This design comes from an exercise in tuning for small area on the open sky130 flow, not from production work.
The RTL was checked by simulation tests, not by an equivalence proof against the original design.
Power and IR drop assume default switching activity.

File: design/flow/config.mk
export PLATFORM = sky130hd
export DESIGN_NAME = map_loader
export DESIGN_NICKNAME = map_loader
export VERILOG_FILES = /design/flow/design.v
export SDC_FILE = /design/flow/constraint.sdc
export NUM_CORES = 4
export LEC_CHECK = 0
export CAP_MARGIN = 20
export CORE_MARGIN = 2
export CORE_UTILIZATION = 40
export SLEW_MARGIN = 20
File: design/flow/design.v
module map_loader #(
   parameter int LANES = 5,
   parameter int ROWS  = 100
) (
   input  logic        clk_i,
   input  logic        rst_n_i,
   input  logic        start_i,
   input  logic        in_valid_i,
   output logic        in_ready_o,
   input  logic [2:0]  in_cell_i,
   input  logic        in_last_i,
   output logic        busy_o,
   output logic        done_o,
   output logic        err_o,
   output logic        map_valid_o,
   output logic [10:0] len_o,
   input  logic [2:0]  rd_x_i,
   input  logic [6:0]  rd_y_i,
   output logic [2:0]  rd_state_o,
   output logic [11:0] rd_rgb_o
);
   localparam int CELLS = LANES * ROWS;
   localparam int AW    = $clog2(CELLS);
   typedef enum logic [1:0] {S_IDLE, S_CLEAR, S_LOAD, S_DONE} state_t;
   state_t          state_q;
   logic [2:0]      x_q;
   logic [6:0]      y_q;
   logic [AW-1:0]   clr_q;
   logic            in_ready_q;
   logic            busy_q;
   logic            done_q;
   logic            err_q;
   logic            map_valid_q;
   logic [10:0]     len_q;
   logic [2:0]      rd_state_q;
   logic [11:0]     rd_rgb_q;
   logic [1:0]      mem_q [CELLS];    
   logic            accept_d;
   logic            last_slot_d;
   logic            wr_en_d;
   logic [AW-1:0]   wr_addr_d;
   logic [2:0]      wr_data_d;
   logic            rd_in_range_d;
   logic [AW-1:0]   rd_addr_d;
   function automatic logic [11:0] rgb_of(input logic [2:0] code);
      case (code)
         3'd1:    rgb_of = 12'hF00;
         3'd2:    rgb_of = 12'hFF0;
         default: rgb_of = 12'h000;
      endcase
   endfunction
   assign accept_d      = in_valid_i && in_ready_q;
   assign last_slot_d   = (x_q == 3'(LANES - 1)) && (y_q == 7'(ROWS - 1));
   assign rd_in_range_d = (int'(rd_x_i) < LANES) && (int'(rd_y_i) < ROWS);
   assign rd_addr_d     = rd_in_range_d ? AW'(int'(rd_y_i) * LANES + int'(rd_x_i)) : '0;
   always_comb begin
      wr_en_d   = 1'b0;
      wr_addr_d = clr_q;
      wr_data_d = 3'd0;
      if (state_q == S_CLEAR) begin
         wr_en_d = 1'b1;
      end else if (accept_d) begin
         wr_en_d   = 1'b1;
         wr_addr_d = AW'(int'(y_q) * LANES + int'(x_q));
         wr_data_d = (in_cell_i > 3'd2) ? 3'd0 : in_cell_i;
      end else begin
         wr_en_d = 1'b0;
      end
   end
   always_ff @(posedge clk_i) begin
      if (wr_en_d) begin
         mem_q[wr_addr_d] <= wr_data_d[1:0];
      end
   end
   always_ff @(posedge clk_i) begin
      if (!rst_n_i) begin
         state_q     <= S_IDLE;
         x_q         <= 3'd0;
         y_q         <= 7'd0;
         clr_q       <= '0;
         in_ready_q  <= 1'b0;
         busy_q      <= 1'b0;
         done_q      <= 1'b0;
         err_q       <= 1'b0;
         map_valid_q <= 1'b0;
         len_q       <= 11'd0;
         rd_state_q  <= 3'd0;
         rd_rgb_q    <= 12'h000;
      end else begin
         done_q <= 1'b0;
         if (map_valid_q && rd_in_range_d) begin
            rd_state_q <= {1'b0, mem_q[rd_addr_d]};
            rd_rgb_q   <= rgb_of({1'b0, mem_q[rd_addr_d]});
         end else begin
            rd_state_q <= 3'd0;
            rd_rgb_q   <= 12'h000;
         end
         case (state_q)
            S_IDLE, S_DONE: begin
               if (start_i) begin
                  state_q     <= S_CLEAR;
                  busy_q      <= 1'b1;
                  err_q       <= 1'b0;
                  map_valid_q <= 1'b0;
                  clr_q       <= '0;
                  x_q         <= 3'd0;
                  y_q         <= 7'd0;
               end
            end
            S_CLEAR: begin
               if (clr_q == AW'(CELLS - 1)) begin
                  state_q    <= S_LOAD;
                  in_ready_q <= 1'b1;
               end else begin
                  clr_q <= clr_q + 1'b1;
               end
            end
            S_LOAD: begin
               if (accept_d) begin
                  if (in_cell_i > 3'd2) begin
                     err_q <= 1'b1;
                  end
                  if (in_last_i || last_slot_d) begin
                     if (in_last_i) begin
                        len_q <= 11'(y_q) + 11'd1;
                     end else begin
                        len_q <= 11'(ROWS);
                        err_q <= 1'b1;
                     end
                     state_q     <= S_DONE;
                     in_ready_q  <= 1'b0;
                     busy_q      <= 1'b0;
                     done_q      <= 1'b1;
                     map_valid_q <= 1'b1;
                  end else if (x_q == 3'(LANES - 1)) begin
                     x_q <= 3'd0;
                     y_q <= y_q + 7'd1;
                  end else begin
                     x_q <= x_q + 3'd1;
                  end
               end
            end
            default: begin
               state_q <= S_IDLE;
            end
         endcase
      end
   end
   assign in_ready_o  = in_ready_q;
   assign busy_o      = busy_q;
   assign done_o      = done_q;
   assign err_o       = err_q;
   assign map_valid_o = map_valid_q;
   assign len_o       = len_q;
   assign rd_state_o  = rd_state_q;
   assign rd_rgb_o    = rd_rgb_q;
endmodule
File: design/flow/constraint.sdc
create_clock -name core_clock -period 10.0 [get_ports {clk_i}]
set_input_delay 2.0000 -clock core_clock [delete_from_list [all_inputs] [get_ports {clk_i}]]
set_output_delay 2.0000 -clock core_clock [all_outputs]
set_load 0.01 [all_outputs]
File: design/flow/run.sh
#!/bin/bash
# synth_recipe.tcl (not shown) runs the flow's synth.tcl, then flattens the netlist and writes it again
# the make line also repeats each setting of config.mk as NAME=value (left out here)
make -C /OpenROAD-flow-scripts/flow DESIGN_CONFIG=/design/flow/config.mk WORK_HOME=/design/flow/orfs CLKGATE_MAP_FILE= SYNTH_SCRIPT=/design/flow/synth_recipe.tcl finish
==> load_flow_metrics.sql <==
INSERT INTO impl_metrics (metric_group, metric, value, unit) VALUES
('power', 'net-switching-power', '2.89', 'mW'),
('cts', 'post_cts_buffers', '0', ''),
('power', 'power_frac_seq', '46.2', '%'),
('sta', 'setup_repair_after_global_routing_missed_its_margin', 'no', ''),
('cts', 'post_cts_hold_buffer_count', '0', ''),
('cts', 'ctsLongestPathBuffers', '3', ''),
('sta', 'worstMarginPinSlew', '1.26', 'ns'),
('cts', 'clock_tree.root_cell', 'sky130_fd_sc_hd__clkbuf_16', ''),
('cts', 'cts_tree', 'yes', ''),
('power', 'power.static_leakage', '17.2', 'nW'),
('layout', 'area_used_by_multi_input_combinational_logic', '0.0132', 'mm²'),
('worst_setup_path', 'cp-startpoint', 'rd_y_i[2]', ''),
('worst_setup_path', 'regToRegStartpoint', 'y_q[0]', ''),
('worst_hold_path', 'min-delay-path-class', 'reg2reg', ''),
('sta', 'maxClockFrequency', '135', 'MHz'),
('worst_setup_path', 'cp.arrival', '8.03', 'ns'),
('floorplan', 'ios', '49', ''),
('synthesis', 'yosys.cell_count.top_type', 'sky130_fd_sc_hd__edfxtp_1', ''),
('synthesis', 'cells_after_synth', '3339', ''),
('sta', 'slew_viol_final', '0', ''),
('detailed_routing', 'drt.antenna.violating_nets', '0', ''),
('global_routing', 'grt_pass1_wl', '209000', 'µm'),
('sta', 'setup_tns', '0', 'ns'),
('detailed_routing', 'drt-initial-drc-count', '4430', ''),
('worst_hold_path', 'min-delay-start', 'len_q[0]', ''),
('floorplan', 'standard_cell_row_count', '123', ''),
('layout', 'drive_above_1_share', '11.4', '%'),
('global_routing', 'globalRoute.totalOverflow', '0', ''),
('global_routing', 'track_usage', '24.8', '%'),
('sta', 'worst_slack', '2.58', 'ns'),
('worst_setup_path', 'critical_path_class', 'in2reg', ''),
('sta', 'hold_viol_final', '0', ''),
('layout', 'syn2layout_area_growth', '11.5', '%'),
('synthesis', 'synth.top_cells.by_count', 'sky130_fd_sc_hd__edfxtp_1, sky130_fd_sc_hd__nor2_1, sky130_fd_sc_hd__nand2_1, sky130_fd_sc_hd__o21ai_0, sky130_fd_sc_hd__clkbuf_1', ''),
('sta', 'setup_viol', '0', ''),
('cts', 'cts_inserted_buffers', '107', ''),
('sta', 'slew_hr', '15.5', '%'),
('synthesis', 'synth_warnings', '1', ''),
('floorplan', 'die_h', '340', 'µm'),
('floorplan', 'dieArea', '0.116', 'mm²'),
('power', 'irDropWorstVdd', '0.158', 'mV'),
('flow_run', 'drv.max_cap_violation_count', '0', ''),
('worst_setup_path', 'worstSetupEndpointType', 'flip-flop', ''),
('worst_setup_path', 'worst_setup_path_start_kind', 'input port', ''),
('synthesis', 'average_size_of_a_mapped_cell', '13.5', 'µm²'),
('worst_setup_path', 'timing.critical_path.fanout_max', '58', ''),
('layout', 'final_core_utilization', '44.9', '%'),
('layout', 'regArea', '0.0308', 'mm²'),
('detailed_routing', 'detail_route.first_pass.iterations', '9', ''),
('cts', 'path_clk_slew', '0.06', 'ns'),
('synthesis', 'synth_flop_cell', 'sky130_fd_sc_hd__edfxtp_1', ''),
('floorplan', 'floorplan.core_area', '0.112', 'mm²'),
('place', 'place.detailed.hpwl', '91600', 'µm'),
('place', 'place.gp.congestion', '0.973', ''),
('cts', 'cts-resized-gates', '0', ''),
('power', 'ratio_of_total_power_to_cell_area', '204', 'mW/mm²'),
('synthesis', 'postSynth.asyncResetShare', '0', '%'),
('power', 'clockPowerShare', '37.7', '%'),
('global_routing', 'grt_max_degree', '212', ''),
('power', 'internal-power', '7.41', 'mW'),
('detailed_routing', 'drcViolationCount', '0', ''),
('status', 'run_status', 'complete, no violations', ''),
('cts', 'clock_h_tree_levels', '3', ''),
('detailed_routing', 'num_vias', '30200', ''),
('synthesis', 'post_synth_num_cell_types', '91', ''),
('power', 'combinationalPowerShare', '16.1', '%'),
('sta', 'final_min_period_over_clock_period', '74.2', '%'),
('synthesis', 'yosys_register_bits', '1038', ''),
('global_routing', 'antenna_found_initial', '6', ''),
('layout', 'number_of_nets_in_the_layout', '3392', ''),
('synthesis', 'yosys.area.top_type_share', '66.5', '%');
## power groups by stage
| stage | logic (mW) | registers [mW] | clock network [mW] |
|---|---|---|---|
| after global routing | 1.71 | 4.76 | 4.07 |
| after global placement | 1.60 | 4.85 | 0 |
| final | 1.66 | 4.76 | 3.88 |
| after CTS | 1.61 | 4.76 | 3.91 |
| after floorplan | 0.939 | 4.86 | 0 |
| after detailed placement | 1.60 | 4.85 | 0 |
## logic make-up (layout without fill, tap and decap cells)
| logic type | after synthesis | in the layout | synth area share [%] |
|---|---|---|---|
| buffers and inverters | 275 | 339 | 3.04 |
| AND/OR/NAND/NOR | 1039 | 1039 | 9.79 |
| AO/OA/AOI/OAI | 719 | 719 | 10.8 |
| multiplexers | 192 | 192 | 6.25 |
| other | 1 | 9 | 0.00830 |
| adder cells (fa/ha/maj) | 50 | 50 | 1.42 |
| flip-flops | 1038 | 1038 | 68.2 |
| XOR/XNOR | 25 | 25 | 0.518 |
## through the flow
step	cells	power [mW]	instance area, µm²	hold WS [ns]
after floorplan	3346	5.79	45300	0.472
after global placement	4715	6.45	47000	0.461
after detailed placement	4715	6.45	47000	0.476
after CTS	4910	10.3	50400	0.482
after global routing	4910	10.5	50400	0.510
final	4911	10.3	50400	0.476
## registers in the layout (all words and copies together) (netlist names)
register,cells
mem_q,1000
clr_q,9
len_q,8
y_q,7
x_q,3
rd_rgb_q,2
rd_state_q,2
state_q,2
busy_q,1
done_q,1
err_q,1
in_ready_q,1
map_valid_q,1
## metal layers
layer  GRT usage (%)  vias up  part of all wire [%]
li1                -    12800                     -
met1            33.7    15200                    39
met2            37.2     1931                    44
met3            6.53      359                    12
met4            11.9        4                   5.0
met5               0        -                 0.011
## final cells by class
cell class / instances / share of cell area (%)
timing repair buffer: 116 / 2.06
clock buffer: 129 / 5.52
clock inverter: 66 / 1.14
multi-input combinational: 2033 / 26.2
sequential: 1038 / 61.1
tap: 1500 / 3.73
inverter: 28 / 0.211
antenna: 1 / 0.00497
## cell usage in the layout, fill, tap and decap left out, types with 17 or more instances in the layout
cell type / n
sky130_fd_sc_hd__dfxtp_1: 38
sky130_fd_sc_hd__clkbuf_1: 21
sky130_fd_sc_hd__clkinv_1: 26
sky130_fd_sc_hd__inv_1: 26
sky130_fd_sc_hd__a22oi_1: 32
sky130_fd_sc_hd__nor2b_1: 23
sky130_fd_sc_hd__o21ai_0: 181
sky130_fd_sc_hd__nand2_1: 182
sky130_fd_sc_hd__clkinv_2: 21
sky130_fd_sc_hd__a21oi_1: 116
sky130_fd_sc_hd__mux2_2: 31
sky130_fd_sc_hd__nor2_1: 639
sky130_fd_sc_hd__a211oi_1: 35
sky130_fd_sc_hd__nand4_1: 19
sky130_fd_sc_hd__o22ai_1: 60
sky130_fd_sc_hd__a31oi_1: 28
sky130_fd_sc_hd__edfxtp_1: 1000
sky130_fd_sc_hd__buf_4: 70
sky130_fd_sc_hd__mux4_2: 69
sky130_fd_sc_hd__o221ai_1: 25
sky130_fd_sc_hd__nand3_1: 37
sky130_fd_sc_hd__mux2i_1: 91
sky130_fd_sc_hd__or2_2: 20
sky130_fd_sc_hd__o211ai_1: 17
sky130_fd_sc_hd__ha_1: 46
sky130_fd_sc_hd__clkdlybuf4s50_1: 40
sky130_fd_sc_hd__nor3_1: 23
sky130_fd_sc_hd__clkbuf_16: 108
sky130_fd_sc_hd__a221oi_1: 31
## critical path: stages
cell,delay [ns]
sky130_fd_sc_hd__clkdlybuf4s50_1,0.59
sky130_fd_sc_hd__ha_1,0.28
sky130_fd_sc_hd__ha_1,0.29
sky130_fd_sc_hd__inv_1,0.08
sky130_fd_sc_hd__fa_4,0.75
sky130_fd_sc_hd__clkinv_2,0.13
sky130_fd_sc_hd__buf_4,0.35
sky130_fd_sc_hd__buf_4,0.73
sky130_fd_sc_hd__nand3_1,0.22
sky130_fd_sc_hd__buf_4,0.31
sky130_fd_sc_hd__a211oi_1,0.25
sky130_fd_sc_hd__a41oi_1,0.09
sky130_fd_sc_hd__a311oi_1,0.50
sky130_fd_sc_hd__a22oi_1,0.19
sky130_fd_sc_hd__o221a_1,0.26
sky130_fd_sc_hd__a2111o_1,0.37
sky130_fd_sc_hd__and2_1,0.17
sky130_fd_sc_hd__ha_1,0.27
sky130_fd_sc_hd__nor2_1,0.12
## path summary, 6_finish.rpt
path | to | slack [ns] | cells after the start
worst max-delay path | rd_rgb_q[10] | 2.58 | 19
worst min-delay path | len_q[0] | 0.48 | 2
worst max register to register | mem_q[361][0] | 5.23 | 12
worst min register to register | len_q[0] | 0.48 | 2

[port drivers added, routing unchanged]
How much do the figures lean on ideal ports? The routed layout below was timed once more, with nothing changed but the port constraints.
Step 1: set_driving_cell puts a clkbuf_16 on clk_i and a buf_2 on each other input, an assumption about the parent block.
Step 2 adds t to the input delays and takes it off the output delays; t is the mean of the earliest and latest rising clock arrival at the registers after step 1. Input paths then give back, and output paths get back, about the clock's delay inside the block.
Slacks: ideal / step 1 / step 2; pairs: ideal / step 1.
shift t [ns]: 0.760
slack for setup (ns): 2.578 / 2.628 / 1.868
worst setup path at the end: input to register
clock arrival spread, ns: 0.021 / 0.021
After both steps setup and hold are still met in this run. The setup slack of this run moves by +0.050 ns with the drivers and by -0.710 ns with both steps.
